Context: an optimization exercise on an open-source flow, tuned for small area, a short achievable clock period and few clock cycles. The choices shown serve that exercise and are no tape-out recipe.
At most, simulation tests tie the RTL to the original design; equivalence was not proved.
For run 1, only the layout was checked, not whether the RTL still works.
Power and IR drop assume default switching activity.

**flow/config.mk**
```make
export PLATFORM = sky130hd
export DESIGN_NAME = vde_top
export DESIGN_NICKNAME = vde_top
export VERILOG_FILES = /design/flow/design.v
export SDC_FILE = /design/flow/constraint.sdc
export NUM_CORES = 8
export LEC_CHECK = 0
export CAP_MARGIN = 20
export CORE_MARGIN = 2
export CORE_UTILIZATION = 35
export CTS_CLUSTER_DIAMETER = 150
export CTS_CLUSTER_SIZE = 20
export PLACE_DENSITY = 0.47
export SLEW_MARGIN = 20
```
**flow/constraint.sdc**
```tcl
create_clock -name core_clock -period 16.0 [get_ports {clk}]
set_input_delay 3.2000 -clock core_clock [delete_from_list [all_inputs] [get_ports {clk}]]
set_output_delay 3.2000 -clock core_clock [all_outputs]
set_load 0.01 [all_outputs]
```
**flow/flow/run.sh**
```bash
#!/bin/bash
# Standard layout, with timing repair asked to leave SETUP_MARGIN ns of
# setup slack beyond the design's clock period. The synthesis is the
# standard one, unchanged. Each step's full output goes to its own log here.
set -euo pipefail
SETUP_MARGIN=11
bash standard.sh synth > synth.log 2>&1
bash standard.sh SETUP_SLACK_MARGIN=$SETUP_MARGIN finish > layout.log 2>&1
```
**flow/design.v**
```verilog
`timescale 1ns/1ps
package vde_pkg;
    localparam int MAX_VARS = 64;
    localparam int VAR_W    = $clog2(MAX_VARS) + 1;
    localparam int SLOT_W   = $clog2(MAX_VARS);
    localparam int CNT_W    = 14;
    localparam int DEC_W    = VAR_W + 2;
    typedef enum logic [2:0] {
        OP_INIT     = 3'd0,
        OP_ASSIGN   = 3'd1,
        OP_UNASSIGN = 3'd2,
        OP_BUMP     = 3'd3,
        OP_DECIDE   = 3'd4
    } op_e;
endpackage
`timescale 1ns/1ps
module cmd_intake #(
    parameter int CAP = 4
) (
    input  logic                       clk,
    input  logic                       reset,
    input  logic                       cmd_valid,
    input  logic [2:0]                 cmd_op,
    input  logic [vde_pkg::VAR_W-1:0]  cmd_var,
    input  logic                       cmd_value,
    output logic                       cmd_ready,
    input  logic                       hold,
    input  logic                       dec_pop,
    output logic                       c_valid,
    output logic [2:0]                 c_op,
    output logic [vde_pkg::VAR_W-1:0]  c_var,
    output logic                       c_value,
    output logic [vde_pkg::VAR_W-1:0]  r_var,
    output logic                       adv
);
    localparam int NW = $clog2(CAP + 1);
    localparam int CW = 3 + vde_pkg::VAR_W + 1;
    logic          take, take_dec, done, c_free, r_free;
    logic [NW-1:0] pending, pending_nx;
    logic          ready_q;
    logic          vc, vr, vs, vc_nx, vr_nx, vs_nx;
    logic [CW-1:0] dc, dr, ds, din;
    assign din       = {cmd_op, cmd_var, cmd_value};
    assign cmd_ready = ready_q;
    assign take      = cmd_valid && ready_q;
    assign take_dec  = take && (cmd_op == vde_pkg::OP_DECIDE);
    assign c_valid   = vc;
    assign {c_op, c_var, c_value} = dc;
    assign r_var     = dr[vde_pkg::VAR_W:1];
    assign done   = vc && !hold;
    assign c_free = !vc || done;
    assign adv    = c_free && vr;
    assign r_free = !vr || adv;
    always_comb begin
        pending_nx = pending;
        if (take_dec && !dec_pop) pending_nx = pending + 1'b1;
        if (!take_dec && dec_pop) pending_nx = pending - 1'b1;
    end
    always_comb begin
        vc_nx = c_free ? vr : 1'b1;
        if (r_free) begin
            vr_nx = vs || take;
            vs_nx = vs && take;
        end else begin
            vr_nx = 1'b1;
            vs_nx = vs || take;
        end
    end
    always_ff @(posedge clk or posedge reset) begin
        if (reset) begin
            vc      <= 1'b0;
            vr      <= 1'b0;
            vs      <= 1'b0;
            pending <= '0;
            ready_q <= 1'b1;
        end else begin
            vc      <= vc_nx;
            vr      <= vr_nx;
            vs      <= vs_nx;
            pending <= pending_nx;
            ready_q <= !vs_nx && (pending_nx < NW'(CAP));
        end
    end
    always_ff @(posedge clk) begin
        if (adv) dc <= dr;
        if (r_free) begin
            dr <= vs ? ds : din;
            if (vs && take) ds <= din;
        end else if (take) begin
            ds <= din;
        end
    end
endmodule
`timescale 1ns/1ps
module heap_store #(
    parameter int PH_DLY = 2
) (
    input  logic                       clk,
    input  logic                       reset,
    input  logic                       c_valid,
    input  logic [2:0]                 c_op,
    input  logic [vde_pkg::VAR_W-1:0]  c_var,
    input  logic                       c_value,
    input  logic                       hold,
    input  logic [vde_pkg::VAR_W-1:0]  r_var,
    input  logic                       adv,
    output logic                       c_decide,
    output logic                       c_cnt_wr,
    output logic                       c_none,
    output logic [vde_pkg::MAX_VARS*vde_pkg::CNT_W-1:0] cnt_flat,
    output logic [vde_pkg::MAX_VARS-1:0] free_flat,
    output logic [vde_pkg::MAX_VARS-1:0] phase_flat
);
    localparam int N  = vde_pkg::MAX_VARS;
    localparam int CW = vde_pkg::CNT_W;
    localparam int SW = vde_pkg::SLOT_W;
    logic [CW-1:0]              cnt   [N];
    logic [N-1:0]               asg;
    logic [N-1:0]               phase;
    logic [vde_pkg::VAR_W-1:0]  count;
    logic [vde_pkg::VAR_W-1:0]  init_count;
    logic [SW-1:0]              slot;
    logic                       in_range, go;
    logic                       do_init, do_assign, do_unassign, do_bump;
    logic [CW-1:0]              bumped;
    assign go          = c_valid && !hold;
    assign slot        = c_var[SW-1:0];
    assign in_range    = (c_var != '0) && (c_var <= count);
    assign init_count  = (c_var == '0 || c_var > vde_pkg::VAR_W'(N)) ? '0 : c_var;
    assign do_init     = go && (c_op == vde_pkg::OP_INIT);
    assign do_assign   = go && (c_op == vde_pkg::OP_ASSIGN)   && in_range;
    assign do_unassign = go && (c_op == vde_pkg::OP_UNASSIGN) && in_range;
    assign do_bump     = go && (c_op == vde_pkg::OP_BUMP)     && in_range;
    assign c_decide    = go && (c_op == vde_pkg::OP_DECIDE);
    assign c_cnt_wr    = c_valid && (c_op == vde_pkg::OP_INIT || c_op == vde_pkg::OP_BUMP);
    assign c_none      = (count == '0);
    logic [SW-1:0] r_slot;
    logic [CW-1:0] rd_q;
    assign r_slot = r_var[SW-1:0];
    always_ff @(posedge clk) begin
        if (adv) begin
            if (do_init)                        rd_q <= '0;
            else if (do_bump && slot == r_slot) rd_q <= bumped;
            else                                rd_q <= cnt[r_slot];
        end
    end
    assign bumped      = rd_q + 1'b1;
    always_ff @(posedge clk or posedge reset) begin
        if (reset) begin
            count <= '0;
        end else if (do_init) begin
            count <= init_count;
        end
    end
    logic [CW-1:0] cnt_wd;
    logic [N-1:0]  cnt_we, asg_we, asg_wd, hit;
    assign cnt_wd = bumped & {CW{!do_init}};
    always_comb begin
        for (int s = 0; s < N; s++) begin
            hit[s]    = (slot == s);
            cnt_we[s] = do_init || (do_bump && hit[s]);
            asg_we[s] = do_init || ((do_assign || do_unassign) && hit[s]);
            asg_wd[s] = do_init ? (((s == 0) ? N : s) > init_count) : do_assign;
        end
    end
    always_ff @(posedge clk) begin
        for (int s = 0; s < N; s++) begin
            if (cnt_we[s]) cnt[s] <= cnt_wd;
            if (asg_we[s]) asg[s] <= asg_wd[s];
        end
    end
    logic [PH_DLY:0]   ph_clr, ph_we;
    logic [SW-1:0]     ph_slot [PH_DLY+1];
    logic [PH_DLY:0]   ph_val;
    assign ph_clr[0]  = do_init;
    assign ph_we[0]   = do_assign;
    assign ph_slot[0] = slot;
    assign ph_val[0]  = c_value;
    generate
        if (PH_DLY > 0) begin : g_dly
            always_ff @(posedge clk or posedge reset) begin
                if (reset) begin
                    ph_clr[PH_DLY:1] <= '0;
                    ph_we[PH_DLY:1]  <= '0;
                end else begin
                    ph_clr[PH_DLY:1] <= ph_clr[PH_DLY-1:0];
                    ph_we[PH_DLY:1]  <= ph_we[PH_DLY-1:0];
                end
            end
            always_ff @(posedge clk) begin
                for (int i = 1; i <= PH_DLY; i++) ph_slot[i] <= ph_slot[i-1];
                ph_val[PH_DLY:1] <= ph_val[PH_DLY-1:0];
            end
        end
    endgenerate
    logic ph_wd;
    assign ph_wd = ph_val[PH_DLY] && !ph_clr[PH_DLY];
    always_ff @(posedge clk) begin
        for (int s = 0; s < N; s++) begin
            if (ph_clr[PH_DLY] || (ph_we[PH_DLY] && ph_slot[PH_DLY] == s)) phase[s] <= ph_wd;
        end
    end
    always_comb begin
        for (int s = 0; s < N; s++) begin
            cnt_flat[s*CW +: CW] = cnt[s];
        end
    end
    assign free_flat  = ~asg;
    assign phase_flat = phase;
endmodule
`timescale 1ns/1ps
module heap_engine #(
    parameter int          NS      = 3,
    parameter logic [31:0] SPLIT   = {4'd0, 4'd0, 4'd0, 4'd0, 4'd0, 4'd4, 4'd5, 4'd5},
    parameter bit          ENC_SEP = 1'b0
) (
    input  logic                       clk,
    input  logic                       reset,
    input  logic                       c_decide,
    input  logic                       c_none,
    input  logic                       c_cnt_wr,
    output logic                       hold,
    input  logic [vde_pkg::MAX_VARS*vde_pkg::CNT_W-1:0] cnt_flat,
    input  logic [vde_pkg::MAX_VARS-1:0] free_flat,
    input  logic [vde_pkg::MAX_VARS-1:0] phase_flat,
    output logic                       push,
    output logic [vde_pkg::DEC_W-1:0]  result_w
);
    localparam int N  = vde_pkg::MAX_VARS;
    localparam int CW = vde_pkg::CNT_W;
    localparam int VW = vde_pkg::VAR_W;
    localparam int P  = ENC_SEP ? NS : NS - 1;    
    function automatic int hi_bit(input int s);
        hi_bit = CW - 1;
        for (int i = 0; i < s; i++) hi_bit = hi_bit - int'(SPLIT[4*i +: 4]);
    endfunction
    logic [N-1:0] col [CW];
    logic [N-1:0] free_l, phase_l;
    genvar j, b;
    generate
        for (j = 0; j < N; j++) begin : g_leaf
            assign free_l[j]  = free_flat[(j+1)%N];
            assign phase_l[j] = phase_flat[(j+1)%N];
            for (b = 0; b < CW; b++) begin : g_bit
                assign col[b][j] = cnt_flat[((j+1)%N)*CW + b];
            end
        end
    endgenerate
    logic [P:0] tok, none;
    assign tok[0]  = c_decide;
    assign none[0] = c_none;
    generate
        if (P > 0) begin : g_tok
            always_ff @(posedge clk or posedge reset) begin
                if (reset) tok[P:1] <= '0;
                else       tok[P:1] <= tok[P-1:0];
            end
            always_ff @(posedge clk) none[P:1] <= none[P-1:0];
        end
        if (NS > 2) begin : g_hold
            assign hold = c_cnt_wr && (|tok[NS-2:1]);
        end else begin : g_nohold
            assign hold = 1'b0;
        end
    endgenerate
    logic [N-1:0] alive [P+1];
    assign alive[0] = free_l;
    genvar s;
    generate
        for (s = 0; s < NS; s++) begin : g_stage
            localparam int HI = hi_bit(s);
            localparam int NB = int'(SPLIT[4*s +: 4]);
            logic [N-1:0] a_out;
            always_comb begin
                logic [N-1:0] a, g1, g0;
                logic         h1, h11, h01, h0;
                a = alive[s];
                for (int k = 0; k + 1 < NB; k += 2) begin
                    g1  = a & col[HI-k];
                    h1  = |g1;
                    h11 = |(g1 & col[HI-k-1]);
                    h01 = |(a & col[HI-k-1]);
                    h0  = h1 ? h11 : h01;
                    a   = a & (col[HI-k] | {N{!h1}}) & (col[HI-k-1] | {N{!h0}});
                end
                if (NB % 2 == 1) begin
                    g1 = a & col[HI-NB+1];
                    if (|g1) a = g1;
                end
                a_out = a;
            end
            if (s + 1 <= P) begin : g_reg
                logic [N-1:0] q;
                always_ff @(posedge clk) q <= a_out;
                assign alive[s+1] = q;
            end else begin : g_last
                logic [N-1:0] fin;
                assign fin = a_out;
            end
        end
    endgenerate
    logic [N-1:0] fin;
    generate
        if (ENC_SEP) begin : g_fin_reg
            assign fin = alive[P];
        end else begin : g_fin_comb
            assign fin = g_stage[NS-1].g_last.fin;
        end
    endgenerate
    localparam int LV = vde_pkg::SLOT_W;
    logic [N*(VW+2)-1:0] pk [LV+1];    
    generate
        for (j = 0; j < N; j++) begin : g_pk0
            assign pk[0][j*(VW+2) +: VW+2] = {fin[j], VW'(j+1), phase_l[j]};
        end
        genvar l, k;
        for (l = 1; l <= LV; l++) begin : g_pkl
            for (k = 0; k < (N >> l); k++) begin : g_pkn
                logic [VW+1:0] lo, hi;
                assign lo = pk[l-1][(2*k)*(VW+2) +: VW+2];
                assign hi = pk[l-1][(2*k+1)*(VW+2) +: VW+2];
                assign pk[l][k*(VW+2) +: VW+2] = lo[VW+1] ? lo : {hi[VW+1], hi[VW:0]};
            end
            assign pk[l][N*(VW+2)-1 : (N>>l)*(VW+2)] = '0;
        end
    endgenerate
    logic [VW+1:0] root;
    logic          res_empty;
    assign root      = pk[LV][VW+1:0];
    assign res_empty = none[P] || !root[VW+1];
    assign push      = tok[P];
    assign result_w  = res_empty ? {VW'(0), 1'b0, 1'b1} : {root[VW:1], root[0], 1'b0};
endmodule
`timescale 1ns/1ps
module decision_fifo #(
    parameter int CAP = 4
) (
    input  logic                       clk,
    input  logic                       reset,
    input  logic                       push,
    input  logic [vde_pkg::DEC_W-1:0]  din,
    output logic                       pop,
    output logic                       dec_valid,
    output logic [vde_pkg::VAR_W-1:0]  dec_var,
    output logic                       dec_phase,
    output logic                       dec_empty,
    input  logic                       dec_ready
);
    logic [vde_pkg::DEC_W-1:0] slots [CAP];
    logic [CAP-1:0]            full;
    assign pop       = full[0] && dec_ready;
    assign dec_valid = full[0];
    assign dec_var   = slots[0][vde_pkg::DEC_W-1:2];
    assign dec_phase = slots[0][1];
    assign dec_empty = slots[0][0];
    always_ff @(posedge clk or posedge reset) begin
        if (reset) begin
            full <= '0;
        end else begin
            for (int i = 0; i < CAP; i++) begin
                logic cur, nxt, prv;
                cur = full[i];
                nxt = (i + 1 < CAP) ? full[(i + 1) % CAP] : 1'b0;
                prv = (i > 0) ? full[(i + CAP - 1) % CAP] : 1'b1;
                if (pop) full[i] <= nxt || (push && cur);
                else     full[i] <= cur || (push && prv);
            end
        end
    end
    always_ff @(posedge clk) begin
        for (int i = 0; i < CAP; i++) begin
            logic cur, nxt, prv;
            cur = full[i];
            nxt = (i + 1 < CAP) ? full[(i + 1) % CAP] : 1'b0;
            prv = (i > 0) ? full[(i + CAP - 1) % CAP] : 1'b1;
            if (pop) begin
                if (nxt) slots[i] <= slots[(i + 1) % CAP];
                else if (push && cur) slots[i] <= din;
            end else if (push && !cur && prv) begin
                slots[i] <= din;
            end
        end
    end
endmodule
`timescale 1ns/1ps
module vde_top (
    input  logic                       clk,
    input  logic                       reset,
    input  logic                       cmd_valid,
    input  logic [2:0]                 cmd_op,
    input  logic [vde_pkg::VAR_W-1:0]  cmd_var,
    input  logic                       cmd_value,
    output logic                       cmd_ready,
    output logic                       dec_valid,
    output logic [vde_pkg::VAR_W-1:0]  dec_var,
    output logic                       dec_phase,
    output logic                       dec_empty,
    input  logic                       dec_ready,
    output logic                       busy
);
    localparam int          NS      = 4;
    localparam logic [31:0] SPLIT   = {4'd0, 4'd0, 4'd0, 4'd0, 4'd2, 4'd4, 4'd4, 4'd4};
    localparam bit          ENC_SEP = 1'b0;
    localparam int          P       = ENC_SEP ? NS : NS - 1;
    localparam int          CAP     = 4;
    logic                      c_valid, c_value, c_decide, c_none, c_cnt_wr, hold;
    logic [2:0]                c_op;
    logic [vde_pkg::VAR_W-1:0] c_var, r_var;
    logic                      adv;
    logic [vde_pkg::MAX_VARS*vde_pkg::CNT_W-1:0] cnt_flat;
    logic [vde_pkg::MAX_VARS-1:0] free_flat, phase_flat;
    logic                      dec_push, dec_pop;
    logic [vde_pkg::DEC_W-1:0] dec_data;
    assign busy = 1'b0;
    cmd_intake #(.CAP(CAP)) u_intake (
        .clk       (clk),
        .reset     (reset),
        .cmd_valid (cmd_valid),
        .cmd_op    (cmd_op),
        .cmd_var   (cmd_var),
        .cmd_value (cmd_value),
        .cmd_ready (cmd_ready),
        .hold      (hold),
        .dec_pop   (dec_pop),
        .c_valid   (c_valid),
        .c_op      (c_op),
        .c_var     (c_var),
        .c_value   (c_value),
        .r_var     (r_var),
        .adv       (adv)
    );
    heap_store #(.PH_DLY(P)) u_store (
        .clk        (clk),
        .reset      (reset),
        .c_valid    (c_valid),
        .c_op       (c_op),
        .c_var      (c_var),
        .c_value    (c_value),
        .hold       (hold),
        .r_var      (r_var),
        .adv        (adv),
        .c_decide   (c_decide),
        .c_cnt_wr   (c_cnt_wr),
        .c_none     (c_none),
        .cnt_flat   (cnt_flat),
        .free_flat  (free_flat),
        .phase_flat (phase_flat)
    );
    heap_engine #(.NS(NS), .SPLIT(SPLIT), .ENC_SEP(ENC_SEP)) u_engine (
        .clk        (clk),
        .reset      (reset),
        .c_decide   (c_decide),
        .c_none     (c_none),
        .c_cnt_wr   (c_cnt_wr),
        .hold       (hold),
        .cnt_flat   (cnt_flat),
        .free_flat  (free_flat),
        .phase_flat (phase_flat),
        .push       (dec_push),
        .result_w   (dec_data)
    );
    decision_fifo #(.CAP(CAP)) u_fifo (
        .clk       (clk),
        .reset     (reset),
        .push      (dec_push),
        .din       (dec_data),
        .pop       (dec_pop),
        .dec_valid (dec_valid),
        .dec_var   (dec_var),
        .dec_phase (dec_phase),
        .dec_empty (dec_empty),
        .dec_ready (dec_ready)
    );
endmodule
```
**flow/standard.sh**
```bash
#!/bin/bash
# synth_recipe.tcl (not shown) runs the flow's synth.tcl, then flattens the netlist and writes it again
# the make line also repeats each setting of config.mk as NAME=value (left out here)
make -C /OpenROAD-flow-scripts/flow DESIGN_CONFIG=/design/flow/config.mk WORK_HOME=/design/flow/orfs CLKGATE_MAP_FILE= SYNTH_SCRIPT=/design/flow/synth_recipe.tcl "${@:-finish}"
```
==> out/metrics.yaml, run 1 <==
finish:
  nets: 6107
  layout_common_cells: "1107 x edfxtp_1, 497 x a22oi_1, 421 x inv_1"
  multi_input_area_um2: 27600
  seqCellArea_um2: 38300
  final_util_pct: 41.1
  drive_gt1_share_pct: 16.1
  area_delta_synth_final_pct: 16.6
  final_common_cell: "edfxtp_1"
  fillers: 18100
logic_synthesis:
  yosys_warnings: 10
  synth_simple_gate_area_share_pct: 10.7
  syn_area_per_cell_um2: 11.3
  synth.distinct_cells: 97
  synthCells: 5856
  synth_top_family_by_area: "compound AO/OA/AOI/OAI gates"
  syn_nets: 5883
  synth_ff_type: "edfxtp_1"
  yosysSeqAreaShare_pct: 57.6
  async_reset_ff_share_pct: 2.00
  synthMuxAreaShare_pct: 0.794
  synth-seq-cells: 1350
  synth-adder-area-share_pct: 0.226
  synthXorXnorAreaFrac_pct: 0.264
  netlist_area_um2: 66400
  synth_compound_area_share_pct: 26.0
  synth_edf_count: 1107
pwr:
  power.switching_w: 0.00327
  peakVddDrop_uv: 100
  p_seq_share_pct: 50.3
  p_leak_nw: 26.5
  p_clk_share_pct: 25.8
  swShare_pct: 36.2
  p_int_w: 0.00575
  comb_power_share_pct: 23.9
  p_per_area_nw_per_um2: 117
  power_w: 0.00902
clocking:
  cts_tree: "built"
  cts_root_buf: "clkbuf_16"
  cts_buffers: 78
  clk_path_buf_depth: 3
  cts_hold_buffers: 0
  h-tree-depth: 3
  clk_latency_ns: 0.82
  clk_pin_slew_ns: 0.10
  numClockSinks: 1350
placed_design:
  dp_hpwl_um: 369000
  portBuffers: 25
  place_congestion: 1.11
sta:
  finalCriticalPeriod_ns: 5.27
  timing.slew.headroom_pct: 11.6
  setup_tns_ns: 0
  clock.fmax_ghz: 0.190
  setup_viol: 0
  finalHoldViolations: 0
  finalCritPeriodShare_pct: 32.9
  tightest_slew_ns: 1.33
  finalClockSkew_ns: 0.0569
  rsz0062_at_grt: "true"
  finalMaxSlewViolations: 0
setup_path:
  critical_path_required_ns: 16.67
  r2r_start: "u_store.asg[4]"
  critPathKind: "reg -> reg"
  cp.arrival_ns: 5.94
  crit_start: "u_store.asg[4]"
  worst-path-max-fanout: 24
  cp-start-kind: "flip-flop"
  endpoint_kind: "flip-flop"
route:
  top_layer: "met5"
  drt_iter0_drc: 14100
  drc_errors: 0
  wire_per_inst_um: 58.7
  vias: 67600
  postRouteAntennaNets: 0
  viasPerCell: 7.79
  drt_pre_antenna_iters: 8
  postRouteWirelength_um: 510000
  met1_length_um: 182000
  route.met2.wl_um: 202000
  wl_met3_um: 75400
die:
  std_cell_rows: 159
  die_w_um: 439
  core_area_um2: 188000
  initial_core_util_pct: 35.3
  dieArea_um2: 193000
  io_pins: 27
  die_y_um: 439
grt:
  grt_pass1_vias: 60500
  grt_first_pass_wirelength_um: 641000
  antenna_found_initial: 41
  grt_usage_pct: 51.0
  grt_max_degree: 66
  gr-total-overflow: 0
run_status:
  status: "finished clean"
flow_run:
  maxCapViolCount: 0
hold_path:
  hold_path.class: "reg -> reg"
  hp-start: "u_store.ph_slot[1][4]"
layer usage:
| metal | vias to the layer above | global-route usage [%] |
|---|---|---|
| met3 | 2127 | 23.1 |
| met2 | 7318 | 69.7 |
| met4 | 33 | 38.8 |
| met1 | 34000 | 62.2 |
| met5 | - | 0.943 |
| li1 | 24200 | - |
stage by stage:
step / worst slack (ns) / instance area, um^2 / instances / hold slack [ns]
global placement: 7.33 / 71200 / 8324 / 0.310
floorplan: 11.75 / 66400 / 5856 / 0.310
global route: 10.91 / 77300 / 8636 / 0.345
finish: 10.73 / 77400 / 8676 / 0.333
CTS: 11.00 / 76200 / 8570 / 0.332
detailed placement: 8.07 / 71300 / 8328 / 0.312
worst max-delay path, stage by stage (launching register included):
cell       delay [ns]
edfxtp_1         0.43
nand2b_1         0.18
o2111ai_1        0.27
nor4_2           0.37
nand4_1          0.23
buf_12           0.21
mux2i_4          0.21
buf_12           0.18
buf_16           0.18
o211ai_1         0.60
o2111ai_2        0.29
or4_4            0.64
nor4_4           0.23
nand4_1          0.13
buf_4            0.19
bufbuf_16        0.31
a31oi_2          0.45
worst paths after layout:
check	slack, ns	end	cells past startpoint
worst max register to register	10.73	u_engine.g_stage[0].g_reg.q[16]	16
max in group asynchronous	12.81	u_store.ph_clr[3]	2
worst max-delay path	10.73	u_engine.g_stage[0].g_reg.q[16]	16
min in group asynchronous	2.78	u_fifo.full[2]	2
worst min-delay path	0.33	u_store.ph_slot[2][4]	0
worst min register to register	0.33	u_store.ph_slot[2][4]	0
final cells by class:
class                           count  share of cell area, %
Inverter                          425                   2.07
Multi-Input combinational cell   3796                   35.7
Antenna cell                       41                  0.133
Tap cell                         2495                   4.03
Timing Repair Buffer              429                   5.52
Sequential cell                  1350                   49.4
Clock inverter                     10                  0.260
Clock buffer                      130                   2.82
cell usage after synthesis, types with 23 or more instances:
library cell  number  area, um^2
clkbuf_1         191         717
edfxtp_1        1107       33200
o21ai_0          437        2190
a22oi_1          500        3750
o211ai_1         106         796
dfrtp_1           26         651
buf_2             49         245
a221oi_1          95         832
a211oi_1         137        1030
a2111oi_0         45         394
nor3_1            45         225
o21a_1            95         713
o21bai_1          25         188
nand3_1          286        1430
nand2_1          224         841
nand3b_1          53         398
a32oi_1           27         236
o221a_2           80         901
o31ai_1           30         225
a22o_1           120        1050
nand4_1          199        1240
a21o_1            53         398
o2111ai_1         90         788
a21oi_1          266        1330
dfxtp_1          216        4320
o221a_1           43         484
nand2b_1         124         776
mux2i_1           26         260
nor2b_1           23         144
a31oi_1           82         513
inv_1            423        1590
nor2_1           174         653
nor4_1            83         519
power groups by stage:
stage | combinational [W] | sequential (W) | clock, W
after floorplan | 0.000950 | 0.00442 | 0
after global placement | 0.00168 | 0.00459 | 0
after detailed placement | 0.00168 | 0.00459 | 0
after CTS | 0.00194 | 0.00451 | 0.00232
after global routing | 0.00216 | 0.00452 | 0.00241
final | 0.00216 | 0.00453 | 0.00233
flip-flops by register name (all words and copies together) (netlist names):
name / count
u_intake.ready_q: 1
u_intake.vr: 1
u_store.ph_val: 3
u_store.asg: 64
u_intake.ds: 11
u_engine.none: 3
u_intake.vs: 1
u_fifo.slots: 36
u_store.ph_clr: 3
u_intake.vc: 1
u_intake.pending: 3
u_store.count: 7
u_store.ph_we: 3
u_engine.tok: 3
u_engine.g_stage.g_reg.q: 192
u_store.cnt: 896
u_intake.dr: 11
u_store.phase: 64
u_store.rd_q: 14
u_fifo.full: 4
u_intake.dc: 11
u_store.ph_slot: 18
timing repair:
action                     in CTS  in global routing
setup endpoints to repair     230                269
gates resized for setup       257                 78
buffers inserted               78                 59
pin swaps                      36                 45
gates cloned                   24                  4
cell families after synthesis:
kind of cell | Yosys count
AO/OA/AOI/OAI | 2388
XOR/XNOR | 20
adder cells (fa/ha/maj) | 12
buffers and inverters | 715
flip-flops | 1350
multiplexers | 48
other | 1
AND/OR/NAND/NOR | 1322
==> run 2: changes to the inputs <==
--- a/flow/design.v
+++ b/flow/design.v
@@ -400,4 +400,4 @@
 );
-    localparam int          NS      = 4;
-    localparam logic [31:0] SPLIT   = {4'd0, 4'd0, 4'd0, 4'd0, 4'd2, 4'd4, 4'd4, 4'd4};
+    localparam int          NS      = 5;
+    localparam logic [31:0] SPLIT   = {4'd0, 4'd0, 4'd0, 4'd2, 4'd3, 4'd3, 4'd3, 4'd3};
     localparam bit          ENC_SEP = 1'b0;
==> flow/flow/run.sh (replaced) <==
#!/bin/bash
# Standard layout, with timing repair asked to leave SETUP_MARGIN ns of
# setup slack beyond the design's clock period, and buf_4 cells as the port
# buffers. The synthesis is the standard one, unchanged. Each step's full
# output goes to a log of its own here.
set -euo pipefail
SETUP_MARGIN=11.4
bash standard.sh synth > synth.log 2>&1
bash standard.sh SETUP_SLACK_MARGIN=$SETUP_MARGIN \
    "BUFFER_PORTS_ARGS=-buffer_cell sky130_fd_sc_hd__buf_4" finish > layout.log 2>&1
==> run 2 against run 1 <==
- still clean
- die area is 2.1% lower
- setup slack better by 0.49 ns
- sequential power grew 4%
- global-route usage fell by 5.6 points
==> out/metrics.yaml, run 2 <==
sta:
  timing.slew.headroom_pct: 13.4
  finalClockSkew_ns: 0.0413
  holdWs_ns: 0.330
  clock.fmax_ghz: 0.209
  rsz0062_at_grt: "true"
  finalMaxSlewViolations: 0
  setup_tns_ns: 0
  finalCritPeriodShare_pct: 29.9
  finalHoldViolations: 0
  setup_viol: 0
  finalCriticalPeriod_ns: 4.78
  tightest_slew_ns: 1.30
logic_synthesis:
  synth.distinct_cells: 93
  syn_nets: 5304
  synth_ff_type: "edfxtp_1"
  ys_top_cells_by_area: "edfxtp_1 51%, dfxtp_1 8.9%, a22oi_1 5.7%"
  synthCells: 5277
  yosys_warnings: 10
  synth_top_cells_by_count: "1107 x edfxtp_1, 492 x a22oi_1, 343 x nand3_1"
  synth_edf_count: 1107
  yosysSeqAreaShare_pct: 61.2
  async_reset_ff_share_pct: 2.11
  netlist_area_um2: 65000
  syn_area_per_cell_um2: 12.3
  netlist.top_cell.by_area: "edfxtp_1"
  synth_top_area_share_pct: 51.1
  yosysMostFrequentCell: "edfxtp_1"
  synth-seq-cells: 1425
flow_run:
  maxCapViolCount: 0
clocking:
  numClockSinks: 1425
  clk_latency_ns: 0.80
  clk_pin_slew_ns: 0.09
  cts_hold_buffers: 0
  cts_root_buf: "clkbuf_16"
  h-tree-depth: 3
  clk_path_buf_depth: 3
  cts_buffers: 81
  cts_tree: "built"
setup_path:
  critical_path.top_delay_family: "simple AND/OR/NAND/NOR gates"
  r2r_start: "u_intake.dr[5]"
  endpoint_kind: "flip-flop"
  cp-start-kind: "flip-flop"
  cp.arrival_ns: 5.29
  rr_endpoint: "u_store.rd_q[1]"
  ff2ff_setup_slack_ns: 11.22
  worst-path-max-fanout: 16
  critical_path_required_ns: 16.51
  ff2ff_path_depth: 9
  critical_path_buf_inv_count: 1
  critPathSlowestCell: "nor4_1"
  critPathKind: "reg -> reg"
  crit_path_max_incr_delay_ns: 0.95
  crit_chain: "nand2_1 -> nor2_4 -> buf_4 -> a22o_1 -> a221oi_1 -> nand3_1 -> nor4_1 -> a211o_1 -> a21oi_1"
route:
  postRouteWirelength_um: 447000
  drc_errors: 0
  postRouteAntennaNets: 0
  viasPerCell: 7.47
  wire_per_inst_um: 55.5
  vias: 60200
  drt_iter0_drc: 12600
  drt_pre_antenna_iters: 7
finish:
  nets: 5513
  layout_common_cells: "1107 x edfxtp_1, 481 x a22oi_1, 337 x nand3_1"
  largest_reg_flops: 896
  final_common_cell: "edfxtp_1"
  final_util_pct: 40.4
  area_delta_synth_final_pct: 15.1
  stdcell_count: 8066
  fillers: 17700
  drive_gt1_share_pct: 18.6
  seqCellArea_um2: 39800
  top_regs: "u_store.cnt (896), u_engine.g_stage.g_reg.q (256)"
  multi_input_area_um2: 25600
  top_register: "u_store.cnt"
hold_path:
  whs_path_depth: 0
  hp-start: "u_store.ph_slot[1][1]"
  hold_end: "u_store.ph_slot[2][1]"
  hold_path.class: "reg -> reg"
grt:
  grt_pass1_vias: 54800
  grt_first_pass_wirelength_um: 565000
  grt_max_degree: 83
  antenna_found_initial: 36
  grt_usage_pct: 45.4
  gr-total-overflow: 0
placed_design:
  dpl.cell_count: 7748
  place_congestion: 1.09
  portBuffers: 25
  dp_hpwl_um: 314000
die:
  initial_core_util_pct: 35.1
  dieArea_um2: 189000
  io_pins: 27
  core_area_um2: 185000
  die_w_um: 435
  die_y_um: 435
  std_cell_rows: 158
run_status:
  status: "finished clean"
pwr:
  p_per_area_nw_per_um2: 121
  power_w: 0.00904
  peakVddDrop_uv: 101
  p_leak_nw: 25.1
-- run 2: how the worst max path moves through the flow --
stage          slack, ns          startpoint  cells past startpoint            endpoint
6_report           11.22      u_intake.dr[5]                      9     u_store.rd_q[1]
5_1_grt            11.28  u_store.cnt[26][1]                     16  u_fifo.slots[0][8]
4_1_cts            11.32  u_fifo.slots[0][5]                      1          dec_var[3]
3_5_place_dp        9.99  u_store.cnt[22][1]                     15  u_fifo.slots[0][8]
3_3_place_gp        9.89  u_store.cnt[22][1]                     15  u_fifo.slots[0][8]
2_1_floorplan      11.45           dec_ready                      4  u_fifo.slots[3][0]
-- run 2: layout make-up --
type                    count  area share [%]
well taps                2480            4.15
flip-flops and latches   1425            53.1
multi-input cells        3464            34.1
clock buffers             145            3.09
inverters                 143           0.721
clock inverters             7           0.122
diodes                     31           0.104
repair buffers            371            4.53
-- run 2: stage by stage --
step	setup WS [ns]	instance area, um^2
6_report	11.22	74800
5_1_grt	11.28	74800
4_1_cts	11.32	73700
3_5_place_dp	9.99	69800
3_3_place_gp	9.89	69800
2_1_floorplan	11.45	65000
-- run 2: repair_timing --
item | 4_1_cts | 5_1_grt
pin swaps | 20 | 42
hold endpoints to repair | 0 | 0
cloned | 10 | 9
buffers inserted | 48 | 68
endpoints found under the setup margin | 522 | 435
resized for setup | 164 | 99
-- run 2: logic make-up after synthesis --
kind of cell               synth area share [%]
AOI/OAI and AO/OA                          23.1
xor gates and xnor gates                  0.270
adders and majority gates                 0.231
buffers and inverters                      2.44
DFF                                        61.2
muxes                                      1.00
other                                   0.00577
and+or+nand+nor                            11.8
-- run 2: power by group --
group / internal (W) / switching, W / leakage (nW) / total, W
clock: 0.000995 / 0.00136 / 1.14 / 0.00235
combinational: 0.000514 / 0.00146 / 11.2 / 0.00197
sequential: 0.00443 / 0.000289 / 12.8 / 0.00472
-- run 2: worst register-to-register path: cells and delay by family, from the launching register on --
family	cells	cell delay, ns
AOI/OAI and AO/OA	4	1.25
DFF	1	0.57
and+or+nand+nor	4	2.32
buffers and inverters	1	0.40
-- run 2: routing by layer --
layer	wire (um)	global-route usage, %	up-vias
li1	-	-	22100
met1	169000	57.9	30900
met2	184000	64.2	5631
met3	56000	15.4	1549
met4	38300	32.2	28
met5	318	0	-
Testbench counts of run 2, summed over its fixed seeds: cycles 57,168.
==> run 3: changes to the inputs <==
--- a/flow/flow/run.sh
+++ b/flow/flow/run.sh
@@ -6,3 +6,3 @@
 set -euo pipefail
-SETUP_MARGIN=11.4
+SETUP_MARGIN=10.6
 bash standard.sh synth > synth.log 2>&1
==> run 3 against run 2 <==
- utilization is 1.2 points lower
- critical path type unchanged
- critical endpoint is now u_fifo.slots[2][4]
- flip-flop and latch count is the same
- global-route usage fell by 0.40 points
- largest power group unchanged
- clock skew grew 0.0028 ns
- worst hold slack about the same
- largest cell class unchanged
==> out/metrics.yaml, run 3 <==
run_status:
  status: "finished clean"
sta:
  tightest_slew_ns: 1.35
  holdWs_ns: 0.330
  finalMaxSlewViolations: 0
  clock.fmax_ghz: 0.181
  setup_tns_ns: 0
  finalClockSkew_ns: 0.0441
  rsz0062_at_grt: "false"
  setup_viol: 0
  finalCritPeriodShare_pct: 34.4
  finalCriticalPeriod_ns: 5.51
  setup_ws_ns: 10.49
  timing.slew.headroom_pct: 10.3
  finalHoldViolations: 0
route:
  wl_met3_um: 55000
  vias: 58700
  drt_pre_antenna_iters: 9
  top_layer: "met5"
  wire_per_inst_um: 55.7
  postRouteWirelength_um: 441000
  met1_length_um: 167000
  drt_iter0_drc: 11700
  postRouteAntennaNets: 0
  viasPerCell: 7.41
  route.met2.wl_um: 182000
  drc_errors: 0
finish:
  nets: 5383
  top_regs: "u_store.cnt (896), u_engine.g_stage.g_reg.q (256)"
  top_register: "u_store.cnt"
  drive_gt1_share_pct: 14.8
  layout_common_cells: "1107 x edfxtp_1, 492 x a22oi_1, 341 x nand3_1"
  final_common_cell: "edfxtp_1"
  stdcell_count: 7927
  area_delta_synth_final_pct: 11.6
  largest_reg_flops: 896
  fillers: 17900
pwr:
  swShare_pct: 34.0
  p_leak_nw: 24.1
  power.switching_w: 0.00297
  p_int_w: 0.00577
  p_per_area_nw_per_um2: 121
  p_clk_share_pct: 26.8
  comb_power_share_pct: 19.1
  peakVddDrop_uv: 88.7
  p_seq_share_pct: 54.1
clocking:
  cts_buffers: 81
  cts_root_buf: "clkbuf_16"
  h-tree-depth: 3
  clk_latency_ns: 0.80
  clk_path_buf_depth: 3
  cts_tree: "built"
  clk_pin_slew_ns: 0.11
  numClockSinks: 1425
logic_synthesis:
  yosysSeqAreaShare_pct: 61.2
  synth_top_cells_by_count: "1107 x edfxtp_1, 492 x a22oi_1, 343 x nand3_1"
  synth_ff_type: "edfxtp_1"
  synth_top_area_share_pct: 51.1
  syn_nets: 5304
  netlist.top_cell.by_area: "edfxtp_1"
  netlist_area_um2: 65000
  yosysMostFrequentCell: "edfxtp_1"
  synth.distinct_cells: 93
  synth-seq-cells: 1425
  yosys_warnings: 10
  syn_area_per_cell_um2: 12.3
  synthCells: 5277
  ys_top_cells_by_area: "edfxtp_1 51%, dfxtp_1 8.9%, a22oi_1 5.7%"
  async_reset_ff_share_pct: 2.11
  synth_edf_count: 1107
setup_path:
  crit_chain: "a22o_1 -> a221oi_1 -> and4_1 -> and4_2 -> buf_4 -> o21ai_0 -> nand4_1 -> o22ai_2 -> nand4_1 -> or3_1 -> o31a_2 -> inv_2 -> a21oi_2 -> mux2_2"
  crit_path_max_incr_delay_ns: 0.77
  rr_endpoint: "u_fifo.slots[2][4]"
  cp-start-kind: "flip-flop"
  path_depth: 14
  crit_start: "u_store.cnt[26][1]"
  critPathSlowestCell: "edfxtp_1"
  worst-path-max-fanout: 53
  crit_top_cell: "nand4_1"
  r2r_start: "u_store.cnt[26][1]"
  critical_path.top_delay_family: "compound AO/OA/AOI/OAI gates"
  critical_path_required_ns: 16.52
  cp.arrival_ns: 6.03
  critical_path_buf_inv_count: 2
  critPathKind: "reg -> reg"
  ff2ff_setup_slack_ns: 10.49
  ff2ff_path_depth: 14
  crit_end: "u_fifo.slots[2][4]"
  endpoint_kind: "flip-flop"
grt:
  gr-total-overflow: 0
  grt_max_degree: 83
  antenna_found_initial: 40
  grt_usage_pct: 45.0
  grt_pass1_vias: 54200
  grt_first_pass_wirelength_um: 561000
die:
  io_pins: 27
  core_area_um2: 185000
  die_y_um: 435
  die_w_um: 435
  std_cell_rows: 158
  dieArea_um2: 189000
  initial_core_util_pct: 35.1
placed_design:
  dpl.cell_count: 7748
  dp_hpwl_um: 314000
  portBuffers: 25
  pre_cts_ws_ns: 9.99
  place_congestion: 1.09
flow_run:
  maxCapViolCount: 0
hold_path:
  hold_path.class: "reg -> reg"
==> run 3: worst min path at each step <==
stage | startpoint | end | slack, ns | cells past startpoint
2_1_floorplan | u_engine.none[1] | u_engine.none[2] | 0.31 | 0
3_3_place_gp | u_engine.none[3] | u_engine.none[4] | 0.31 | 0
3_5_place_dp | u_store.ph_slot[1][1] | u_store.ph_slot[2][1] | 0.31 | 0
4_1_cts | u_store.ph_slot[3][1] | u_store.ph_slot[4][1] | 0.33 | 0
5_1_grt | u_store.ph_slot[3][1] | u_store.ph_slot[4][1] | 0.33 | 0
6_report | u_store.ph_slot[1][1] | u_store.ph_slot[2][1] | 0.33 | 0
==> run 3: cells by family after synthesis <==
family          count (synthesis)  synth area share [%]
fa+ha+maj                      12                 0.231
compound gates               1915                  23.1
simple gates                 1450                  11.8
flops                        1425                  61.2
xor+xnor                       20                 0.270
mux                            62                  1.00
other cells                     1               0.00577
buf+inv                       392                  2.44
==> run 3: what timing repair did <==
action                                  4_1_cts  5_1_grt
hold buffers                                  0        0
endpoints found under the hold margin         0        0
endpoints found under the setup margin      200      206
buffers inserted                              1        4
gates resized for setup                      18       25
pin swaps                                     1        1
==> run 3: metal layers <==
layer  global-route usage, %  up-vias
met5                       0        -
met4                    31.2       32
met3                    15.1     1384
met2                    64.0     5220
met1                    57.5    30300
li1                        -    21800
==> run 3: per-stage QoR <==
step / util (%) / instance area, um^2 / power (W)
after floorplan: - / 65000 / 0.00548
after global placement: 37.7 / 69800 / 0.00635
after detailed placement: 37.7 / 69800 / 0.00635
after CTS: 39.1 / 72300 / 0.00864
after global routing: 39.2 / 72500 / 0.00889
final: 39.2 / 72500 / 0.00874
==> run 3: power by group through the flow <==
| stage | combinational [W] | clock (W) | sequential [W] |
|---|---|---|---|
| after CTS | 0.00158 | 0.00236 | 0.00470 |
| final | 0.00167 | 0.00235 | 0.00472 |
| after global routing | 0.00170 | 0.00247 | 0.00472 |
| after detailed placement | 0.00156 | 0 | 0.00479 |
| after floorplan | 0.000851 | 0 | 0.00463 |
| after global placement | 0.00156 | 0 | 0.00479 |
==> run 3: area by class of cell <==
| cell class | count | area (um^2) | area share, % |
|---|---|---|---|
| inverter | 143 | 537 | 0.740 |
| tap | 2480 | 3100 | 4.28 |
| multi-input combinational | 3460 | 24800 | 34.1 |
| antenna | 22 | 55.1 | 0.0759 |
| sequential | 1425 | 39800 | 54.8 |
| timing repair buffer | 245 | 1910 | 2.63 |
| clock inverter | 7 | 91.3 | 0.126 |
| clock buffer | 145 | 2310 | 3.18 |
==> run 3: worst register-to-register path: stages, from the launching register on <==
cell      delay (ns)
edfxtp_1        0.77
a22o_1          0.34
a221oi_1        0.06
and4_1          0.24
and4_2          0.22
buf_4           0.34
o21ai_0         0.60
nand4_1         0.40
o22ai_2         0.50
nand4_1         0.29
or3_1           0.49
o31a_2          0.42
inv_2           0.17
a21oi_2         0.09
mux2_2          0.30
==> run 4: changes to the inputs <==
--- a/flow/flow/run.sh
+++ b/flow/flow/run.sh
@@ -6,3 +6,3 @@
 set -euo pipefail
-SETUP_MARGIN=10.6
+SETUP_MARGIN=12.2
 bash standard.sh synth > synth.log 2>&1
==> run 4 against run 3 <==
- worst hold slack worse by 0.0011 ns
- largest power group unchanged
- still clean on timing, DRC and antenna
- setup slack better by 0.76 ns
- largest cell class unchanged
- flip-flop and latch count unchanged
==> out/metrics.yaml, run 4 <==
run_status:
  status: "finished clean"
clocking:
  cts_tree: "built"
  h-tree-depth: 3
  cts_buffers: 81
  numClockSinks: 1425
  clk_path_buf_depth: 3
  clk_pin_slew_ns: 0.10
  cts_root_buf: "clkbuf_16"
  cts_hold_buffers: 0
  clk_latency_ns: 0.80
logic_synthesis:
  synthCells: 5277
  ys_top_cells_by_area: "edfxtp_1 51%, dfxtp_1 8.9%, a22oi_1 5.7%"
  synth_top_cells_by_count: "1107 x edfxtp_1, 492 x a22oi_1, 343 x nand3_1"
  yosysMostFrequentCell: "edfxtp_1"
  netlist.top_cell.by_area: "edfxtp_1"
  syn_nets: 5304
  netlist_area_um2: 65000
  yosys_warnings: 10
  synth_ff_type: "edfxtp_1"
  yosysSeqAreaShare_pct: 61.2
  synth-seq-cells: 1425
  synth_top_area_share_pct: 51.1
  async_reset_ff_share_pct: 2.11
  synth.distinct_cells: 93
  synth_edf_count: 1107
  syn_area_per_cell_um2: 12.3
pwr:
  p_per_area_nw_per_um2: 120
  power.switching_w: 0.00347
  power_w: 0.00992
  p_seq_share_pct: 47.7
  p_clk_share_pct: 23.8
  p_int_w: 0.00646
  comb_power_share_pct: 28.5
  swShare_pct: 34.9
  p_leak_nw: 27.9
  peakVddDrop_uv: 87.5
finish:
  largest_reg_flops: 896
  final_area_um2: 82400
  nets: 5768
  layout_common_cells: "1107 x edfxtp_1, 459 x a22oi_1, 366 x buf_4"
  fillers: 17100
  top_regs: "u_store.cnt (896), u_engine.g_stage.g_reg.q (256)"
  top_register: "u_store.cnt"
  drive_gt1_share_pct: 27.4
  final_common_cell: "edfxtp_1"
  stdcell_count: 8339
  area_delta_synth_final_pct: 26.7
hold_path:
  hold_path.class: "reg -> reg"
  hp-start: "u_store.ph_slot[2][0]"
setup_path:
  cp-start-kind: "flip-flop"
  crit_chain: "a22o_4 -> a221oi_4 -> nand4_1 -> nor4_4 -> buf_4 -> buf_16 -> nand3_2 -> o21ai_4 -> buf_12 -> buf_16 -> o221a_2 -> a22o_1 -> a221oi_2 -> nand4_1 -> nor4_4 -> buf_6 -> buf_6 -> buf_12 -> clkbuf_16 -> o21a_1"
  worst-path-max-fanout: 17
  r2r_start: "u_store.cnt[40][7]"
  critical_path.top_delay_family: "compound AO/OA/AOI/OAI gates"
  cp.arrival_ns: 5.40
  critical_path_required_ns: 16.65
  endpoint_kind: "flip-flop"
  crit_start: "u_store.cnt[40][7]"
  critical_path_buf_inv_count: 8
  critPathSlowestCell: "edfxtp_1"
  critPathKind: "reg -> reg"
  crit_path_max_incr_delay_ns: 0.55
sta:
  rsz0062_at_grt: "true"
  finalCriticalPeriod_ns: 4.75
  finalClockSkew_ns: 0.0588
  setup_viol: 0
  finalHoldViolations: 0
  setup_tns_ns: 0
  timing.slew.headroom_pct: 20.0
  tightest_slew_ns: 1.20
  clock.fmax_ghz: 0.210
  finalMaxSlewViolations: 0
  finalCritPeriodShare_pct: 29.7
die:
  dieArea_um2: 189000
  core_area_um2: 185000
  initial_core_util_pct: 35.1
  io_pins: 27
  die_w_um: 435
  std_cell_rows: 158
  die_y_um: 435
grt:
  met1_usage_pct: 59.1
  antenna_found_initial: 47
  grt_use_met3_pct: 16.6
  grt_max_degree: 85
  grt_usage_pct: 47.2
  grt_first_pass_wirelength_um: 589000
  met2_usage_pct: 65.4
  gr-max-usage-layer: "met2"
  grt_pass1_vias: 57300
  gr-total-overflow: 0
placed_design:
  placed_area_um2: 70100
  dp_hpwl_um: 321000
  dpl.cell_count: 7728
  place_congestion: 1.08
  portBuffers: 25
flow_run:
  maxCapViolCount: 0
route:
  vias: 63000
  postRouteWirelength_um: 463000
  wire_per_inst_um: 55.5
  postRouteAntennaNets: 0
  drt_pre_antenna_iters: 6
  drc_errors: 0
  viasPerCell: 7.56
  drt_iter0_drc: 13600
run 4: cell counts after synthesis:
Identical to the previous run, type by type.
run 4: cell families after synthesis:
group                    after synthesis  share of synthesized area, %
buffers and inverters                392                          2.44
XOR/XNOR                              20                         0.270
other                                  1                       0.00577
multiplexers                          62                          1.00
adder cells (fa/ha/maj)               12                         0.231
AND/OR/NAND/NOR                     1450                          11.8
flip-flops                          1425                          61.2
AO/OA/AOI/OAI                       1915                          23.1
run 4: path summary, 6_finish.rpt:
path,cells after the start,slack (ns),to
max,20,11.25,u_engine.g_stage[2].g_reg.q[56]
min,0,0.33,u_store.ph_slot[3][0]
max in group asynchronous,2,12.97,u_fifo.full[0]
max reg2reg,20,11.25,u_engine.g_stage[2].g_reg.q[56]
min reg2reg,0,0.33,u_store.ph_slot[3][0]
min in group asynchronous,2,2.56,u_store.count[0]
run 4: timing repair:
action	4_1_cts	5_1_grt
endpoints found under the hold margin	0	0
pin swaps	194	104
setup buffers	266	68
cloned	68	8
gates resized for setup	818	167
endpoints found under the setup margin	1282	1102
run 4: power by group through the flow:
stage,Clock [W],Combinational [W],Sequential (W)
after floorplan,0,0.000883,0.00463
after global placement,0,0.00157,0.00481
after detailed placement,0,0.00158,0.00480
after CTS,0.00237,0.00256,0.00471
after global routing,0.00248,0.00284,0.00473
final,0.00236,0.00283,0.00473
run 4: layout make-up:
cell class              count  area (um^2)  share of cell area (%)
flip-flops and latches   1425        39800                    48.3
multi-input cells        3470        28800                    35.0
repair buffers            620         7550                    9.17
well taps                2480         3100                    3.77
clock buffers             145         2310                    2.81
inverters                 143          562                   0.682
diodes                     50          125                   0.152
clock inverters             6         86.3                   0.105
run 4: routing by layer:
layer | share of wire [%] | vias up | wire length (um)
met1 | 36 | 31900 | 169000
met4 | 10 | 10 | 46200
li1 | - | 22700 | -
met5 | 0.024 | - | 110
met2 | 40 | 6470 | 187000
met3 | 13 | 1894 | 61500
run 4: metrics by stage:
step	setup slack [ns]	hold WS [ns]	utilization, %
detailed placement	9.68	0.312	37.9
finish	11.25	0.329	44.5
global placement	8.92	0.313	37.8
floorplan	11.86	0.310	-
CTS	11.33	0.331	43.6
global route	11.31	0.335	44.5
==> run 5: changes to the inputs <==
--- a/flow/flow/run.sh
+++ b/flow/flow/run.sh
@@ -6,3 +6,3 @@
 set -euo pipefail
-SETUP_MARGIN=12.2
+SETUP_MARGIN=11.8
 bash standard.sh synth > synth.log 2>&1
==> run 5 against run 4 <==
- setup slack got worse by 0.17 ns
- total power down 2.8%
- sequential power about the same
- global-route usage hardly changed
- clock-buffer cell count shrank 3
- maximum frequency down 3.5%
- register-to-register slack lost 0.17 ns
- worst hold slack worse by 0.0039 ns
- sequential share of layout area increased by 1.5 points
- flip-flop and latch count is the same
- still clean on timing, DRC and antenna
- largest cell class unchanged
==> out/metrics.yaml, run 5 <==
run_status:
  status: "finished clean"
logic_synthesis:
  synth_edf_count: 1107
  async_reset_ff_share_pct: 2.11
  synth.distinct_cells: 93
  netlist.top_cell.by_area: "edfxtp_1"
  netlist_area_um2: 65000
  yosysMostFrequentCell: "edfxtp_1"
  syn_nets: 5304
  synth_top_cells_by_count: "1107 x edfxtp_1, 492 x a22oi_1, 343 x nand3_1"
  syn_area_per_cell_um2: 12.3
  yosysSeqAreaShare_pct: 61.2
  ys_top_cells_by_area: "edfxtp_1 51%, dfxtp_1 8.9%, a22oi_1 5.7%"
  synth_ff_type: "edfxtp_1"
  synth_top_area_share_pct: 51.1
  synth-seq-cells: 1425
  synthCells: 5277
  yosys_warnings: 10
grt:
  antenna_found_initial: 44
  grt_usage_pct: 47.1
  grt_pass1_vias: 56200
  grt_first_pass_wirelength_um: 586000
  gr-total-overflow: 0
  grt_max_degree: 71
finish:
  largest_reg_flops: 896
  nets: 5719
  top_regs: "u_store.cnt (896), u_engine.g_stage.g_reg.q (256)"
  layout_common_cells: "1107 x edfxtp_1, 478 x a22oi_1, 393 x buf_4"
  final_common_cell: "edfxtp_1"
  area_delta_synth_final_pct: 22.9
  drive_gt1_share_pct: 25.1
  fillers: 17300
  top_register: "u_store.cnt"
sta:
  setup_viol: 0
  finalHoldViolations: 0
  finalClockSkew_ns: 0.0513
  finalCriticalPeriod_ns: 4.92
  finalMaxSlewViolations: 0
  setup_tns_ns: 0
  clock.fmax_ghz: 0.203
  tightest_slew_ns: 1.19
  timing.slew.headroom_pct: 20.8
  rsz0062_at_grt: "true"
  finalCritPeriodShare_pct: 30.8
hold_path:
  hold_path.class: "reg -> reg"
setup_path:
  critical_path_required_ns: 16.64
  critPathKind: "reg -> reg"
  ff2ff_setup_slack_ns: 11.08
  crit_start: "u_store.asg[21]"
  cp-start-kind: "flip-flop"
  worst-path-max-fanout: 8
  crit_end: "u_engine.g_stage[0].g_reg.q[38]"
  rr_endpoint: "u_engine.g_stage[0].g_reg.q[38]"
  cp.arrival_ns: 5.56
  r2r_start: "u_store.asg[21]"
  ff2ff_path_depth: 17
  endpoint_kind: "flip-flop"
clocking:
  clk_pin_slew_ns: 0.10
  clk_latency_ns: 0.81
  h-tree-depth: 3
  clk_path_buf_depth: 3
  numClockSinks: 1425
  cts_root_buf: "clkbuf_16"
  cts_hold_buffers: 0
  cts_tree: "built"
  cts_buffers: 81
pwr:
  peakVddDrop_uv: 93.0
  power_w: 0.00965
  p_per_area_nw_per_um2: 121
  p_leak_nw: 27.0
placed_design:
  dp_hpwl_um: 320000
  place_congestion: 1.07
  portBuffers: 25
die:
  io_pins: 27
  die_w_um: 435
  initial_core_util_pct: 35.1
  core_area_um2: 185000
  std_cell_rows: 158
  die_y_um: 435
  dieArea_um2: 189000
route:
  viasPerCell: 7.54
  wire_per_inst_um: 56.3
  vias: 62400
  drt_pre_antenna_iters: 9
  drt_iter0_drc: 12200
  postRouteAntennaNets: 0
  drc_errors: 0
  postRouteWirelength_um: 466000
flow_run:
  maxCapViolCount: 0
## run 5: cell counts after synthesis
Identical to the previous run, type by type.
## run 5: kinds of logic (layout without fill, tap and decap cells)
family	count (synthesis)	in the layout	share of synthesized area [%]
fa+ha+maj	12	12	0.231
flops	1425	1425	61.2
other cells	1	37	0.00577
buf+inv	392	868	2.44
mux	62	62	1.00
simple gates	1450	1456	11.8
compound gates	1915	1916	23.1
xor+xnor	20	20	0.270
## run 5: stage by stage
stage / instances / setup slack (ns) / instance area [um^2] / util (%) / hold slack, ns
after floorplan: 5277 / 11.70 / 65000 / - / 0.310
after detailed placement: 7748 / 8.96 / 69900 / 37.8 / 0.312
after CTS: 8137 / 11.34 / 77600 / 41.9 / 0.331
after global placement: 7746 / 8.21 / 69800 / 37.7 / 0.313
after global routing: 8242 / 11.17 / 79800 / 43.1 / 0.337
final: 8276 / 11.08 / 79900 / 43.2 / 0.325
## run 5: worst max-delay path: stages, from the launching register on
cell and delay (ns):
edfxtp_1 0.68, nand2b_1 0.29, o2111a_1 0.22, nand4_1 0.14, nor4_4 0.39, buf_12 0.16
mux2i_4 0.08, buf_12 0.17, buf_16 0.18, o21ai_4 0.25, o22ai_1 0.23, nor4_4 0.38
nand4_1 0.18, buf_4 0.17, buf_4 0.15, or3_4 0.39, buf_6 0.14, a2111oi_4 0.55
## run 5: worst min-delay path by stage
stage                          startpoint                    end  slack [ns]  depth (start not counted)
finish              u_store.ph_slot[2][0]  u_store.ph_slot[3][0]        0.32                          0
global route        u_store.ph_slot[1][3]  u_store.ph_slot[2][3]        0.34                          0
CTS                 u_store.ph_slot[2][0]  u_store.ph_slot[3][0]        0.33                          0
detailed placement       u_engine.none[2]       u_engine.none[3]        0.31                          0
global placement    u_store.ph_slot[3][5]  u_store.ph_slot[4][5]        0.31                          0
floorplan                u_engine.none[1]       u_engine.none[2]        0.31                          0
## run 5: layout make-up
type	count	area [um^2]	area share, %
tap	2480	3100	3.88
sequential	1425	39800	49.8
inverter	143	542	0.678
multi-input combinational	3467	27800	34.8
clock buffer	142	2270	2.84
timing repair buffer	574	6170	7.72
clock inverter	9	145	0.182
antenna	36	90.1	0.113
## run 5: report_power, final
group,leakage (nW),switching (W),internal (W),total [W]
logic,13.1,0.00172,0.000833,0.00256
clock network,1.14,0.00139,0.000985,0.00237
registers,12.8,0.000286,0.00443,0.00472
total,27.0,0.00340,0.00625,0.00965
## run 5: routing by layer
metal / up-vias / track usage (%) / wire [um]
met5: - / 0.0504 / 92
met4: 14 / 33.9 / 42800
met3: 1650 / 16.0 / 60600
met2: 6217 / 66.7 / 191000
met1: 32000 / 59.9 / 172000
li1: 22500 / - / -
## run 5: timing repair
item	4_1_cts	5_1_grt
gates resized for setup	567	221
endpoints found under the hold margin	0	0
pin swaps	132	96
cloned	35	22
setup endpoints to repair	1213	1208
buffers inserted	203	81
==> run 6: changes to the inputs <==
--- a/flow/flow/run.sh
+++ b/flow/flow/run.sh
@@ -6,3 +6,3 @@
 set -euo pipefail
-SETUP_MARGIN=11.8
+SETUP_MARGIN=11
 bash standard.sh synth > synth.log 2>&1
==> run 6 against run 5 <==
- synthesized cell count unchanged
- critical path depth down 5
- clock-buffer cell count rose by 3
- total power decreased by 8.6%
- worst hold slack improved by 0.0036 ns
- flip-flop and latch count stayed put
==> out/metrics.yaml, run 6 <==
run_status:
  status: "finished clean"
clocking:
  cts_buffers: 81
  cts_tree: "built"
  cts_root_buf: "clkbuf_16"
  cts_hold_buffers: 0
  clk_pin_slew_ns: 0.09
  numClockSinks: 1425
  h-tree-depth: 3
  clk_latency_ns: 0.80
  clk_path_buf_depth: 3
grt:
  antenna_found_initial: 30
  grt_usage_pct: 45.1
  gr-total-overflow: 0
  grt_pass1_vias: 54300
  grt_first_pass_wirelength_um: 562000
  grt_max_degree: 83
sta:
  finalHoldViolations: 0
  finalCriticalPeriod_ns: 5.14
  clock.fmax_ghz: 0.195
  setup_tns_ns: 0
  finalMaxSlewViolations: 0
  holdWs_ns: 0.329
  rsz0062_at_grt: "true"
  timing.slew.headroom_pct: 13.7
  finalCritPeriodShare_pct: 32.1
  setup_ws_ns: 10.86
  finalClockSkew_ns: 0.0443
  setup_viol: 0
  tightest_slew_ns: 1.29
flow_run:
  maxCapViolCount: 0
logic_synthesis:
  yosys_warnings: 10
  synth_ff_type: "edfxtp_1"
  syn_area_per_cell_um2: 12.3
  async_reset_ff_share_pct: 2.11
  synthCells: 5277
  syn_nets: 5304
  yosysSeqAreaShare_pct: 61.2
  synth-seq-cells: 1425
  synth.distinct_cells: 93
  synth_top_area_share_pct: 51.1
  ys_top_cells_by_area: "edfxtp_1 51%, dfxtp_1 8.9%, a22oi_1 5.7%"
  synth_edf_count: 1107
  yosysMostFrequentCell: "edfxtp_1"
  synth_top_cells_by_count: "1107 x edfxtp_1, 492 x a22oi_1, 343 x nand3_1"
  netlist_area_um2: 65000
  netlist.top_cell.by_area: "edfxtp_1"
route:
  met1_length_um: 167000
  vias: 58800
  viasPerCell: 7.39
  route.met2.wl_um: 181000
  postRouteAntennaNets: 0
  drt_iter0_drc: 12000
  top_layer: "met5"
  drt_pre_antenna_iters: 9
  postRouteWirelength_um: 442000
  drc_errors: 0
  wl_met3_um: 55100
  wire_per_inst_um: 55.6
finish:
  area_delta_synth_final_pct: 12.6
  layout_common_cells: "1107 x edfxtp_1, 487 x a22oi_1, 341 x nand3_1"
  nets: 5404
  final_area_um2: 73200
  final_common_cell: "edfxtp_1"
  top_regs: "u_store.cnt (896), u_engine.g_stage.g_reg.q (256)"
  largest_reg_flops: 896
  fillers: 17800
  top_register: "u_store.cnt"
  drive_gt1_share_pct: 15.8
setup_path:
  cp.arrival_ns: 5.63
  worst-path-max-fanout: 29
  critical_path_required_ns: 16.49
  crit_start: "u_store.cnt[57][1]"
  r2r_start: "u_store.cnt[57][1]"
  cp-start-kind: "flip-flop"
  critPathKind: "reg -> reg"
  endpoint_kind: "flip-flop"
placed_design:
  dp_hpwl_um: 314000
  placed_area_um2: 69800
  portBuffers: 25
  pre_cts_ws_ns: 9.99
  place_congestion: 1.09
pwr:
  p_per_area_nw_per_um2: 120
  p_leak_nw: 24.3
  peakVddDrop_uv: 90.8
die:
  std_cell_rows: 158
  die_y_um: 435
  initial_core_util_pct: 35.1
  dieArea_um2: 189000
  core_area_um2: 185000
  die_w_um: 435
  io_pins: 27
hold_path:
  hold_path.class: "reg -> reg"
  hp-start: "u_store.ph_slot[3][4]"
==> run 6: what timing repair did <==
action | CTS | global route
buffers inserted | 9 | 13
resized for setup | 59 | 69
gates cloned | 2 | 2
pin swaps | 4 | 8
endpoints found under the setup margin | 261 | 355
==> run 6: cell families after synthesis <==
kind of cell	share of synthesized area (%)
AO/OA/AOI/OAI	23.1
flip-flops	61.2
AND/OR/NAND/NOR	11.8
adder cells (fa/ha/maj)	0.231
other	0.00577
multiplexers	1.00
buffers and inverters	2.44
XOR/XNOR	0.270
==> run 6: critical path, cell delays in order, from the launching register on <==
cell and delay [ns]:
edfxtp_1 0.58, and3_1 0.23, a31oi_1 0.57, nand4b_1 0.25, or4_1 0.53, or4_1 0.47
buf_8 0.21, a31oi_2 0.54, mux2i_2 0.46, mux2_2 0.23, o22ai_1 0.11, nor4_4 0.50
o31ai_1 0.14
==> run 6: metrics by stage <==
step	instances	power [W]	utilization, %
after floorplan	5277	0.00548	-
after global placement	7747	0.00635	37.7
after detailed placement	7748	0.00635	37.7
after CTS	7911	0.00867	39.3
after global routing	7927	0.00896	39.5
final	7953	0.00882	39.5
==> run 6: final cells by class <==
class	instances	area, um^2	area share (%)
Inverter	143	537	0.734
Timing Repair Buffer	264	2190	2.99
Sequential cell	1425	39800	54.3
Clock buffer	145	2310	3.16
Antenna cell	27	67.6	0.0923
Multi-Input combinational cell	3462	25100	34.3
Clock inverter	7	91.3	0.125
Tap cell	2480	3100	4.24
==> run 6: routing by layer <==
layer / vias to the layer above / track usage [%]
li1: 21900 / -
met1: 30100 / 57.8
met2: 5366 / 64.3
met3: 1424 / 15.1
met4: 16 / 30.9
met5: - / 0
==> run 6: path summary, 6_finish.rpt <==
path | end | cells past startpoint | slack [ns]
max | u_fifo.slots[1][1] | 12 | 10.86
min | u_store.ph_slot[4][4] | 0 | 0.33
max reg2reg | u_fifo.slots[1][1] | 12 | 10.86
min reg2reg | u_store.ph_slot[4][4] | 0 | 0.33
max in group asynchronous | u_intake.ready_q | 3 | 13.15
min in group asynchronous | u_store.count[2] | 3 | 2.51
==> run 6: report_power, final <==
| part | internal, W | total (W) | switching, W | leakage, nW |
|---|---|---|---|---|
| Sequential | 0.00443 | 0.00473 | 0.000293 | 12.8 |
| Combinational | 0.000379 | 0.00174 | 0.00136 | 10.4 |
| Clock | 0.000995 | 0.00235 | 0.00136 | 1.14 |
| Total | 0.00581 | 0.00882 | 0.00301 | 24.3 |

-- re-timing with driven ports --
In the flow no input, the clock included, has a driving cell. The finished layouts below were timed again as built, in two steps.
Step 1: set_driving_cell puts a clkbuf_16 on clk and a buf_2 on each other input, an assumption about the parent block.
Step 2 adds t to the input delays and takes it off the output delays; t is the mean of the earliest and latest rising clock arrival at the registers after step 1. Input paths then give back, and output paths get back, about the clock's delay inside the block.
Three values: ideal ports, drivers, drivers and shift; two values: the first two.
run	shift t [ns]	setup slack, ns	slew at the worst register clock pin (ns)	worst slew at a driven data input, ns
run 1	0.889	10.733 / 10.733 / 10.691	0.11 / 0.11	0.04
run 2	0.873	11.220 / 11.220 / 10.948	0.11 / 0.11	0.04
run 3	0.871	10.489 / 10.489 / 10.489	0.11 / 0.11	0.04
run 4	0.875	11.247 / 11.247 / 11.247	0.12 / 0.12	0.05
run 5	0.871	11.075 / 11.075 / 11.075	0.12 / 0.12	0.05
run 6	0.867	10.863 / 10.863 / 10.863	0.11 / 0.11	0.04
After both steps every run listed still meets setup and hold. For run 2, which loses most, drivers alone change the setup slack by 0.000 ns; drivers and shift together by -0.272 ns.
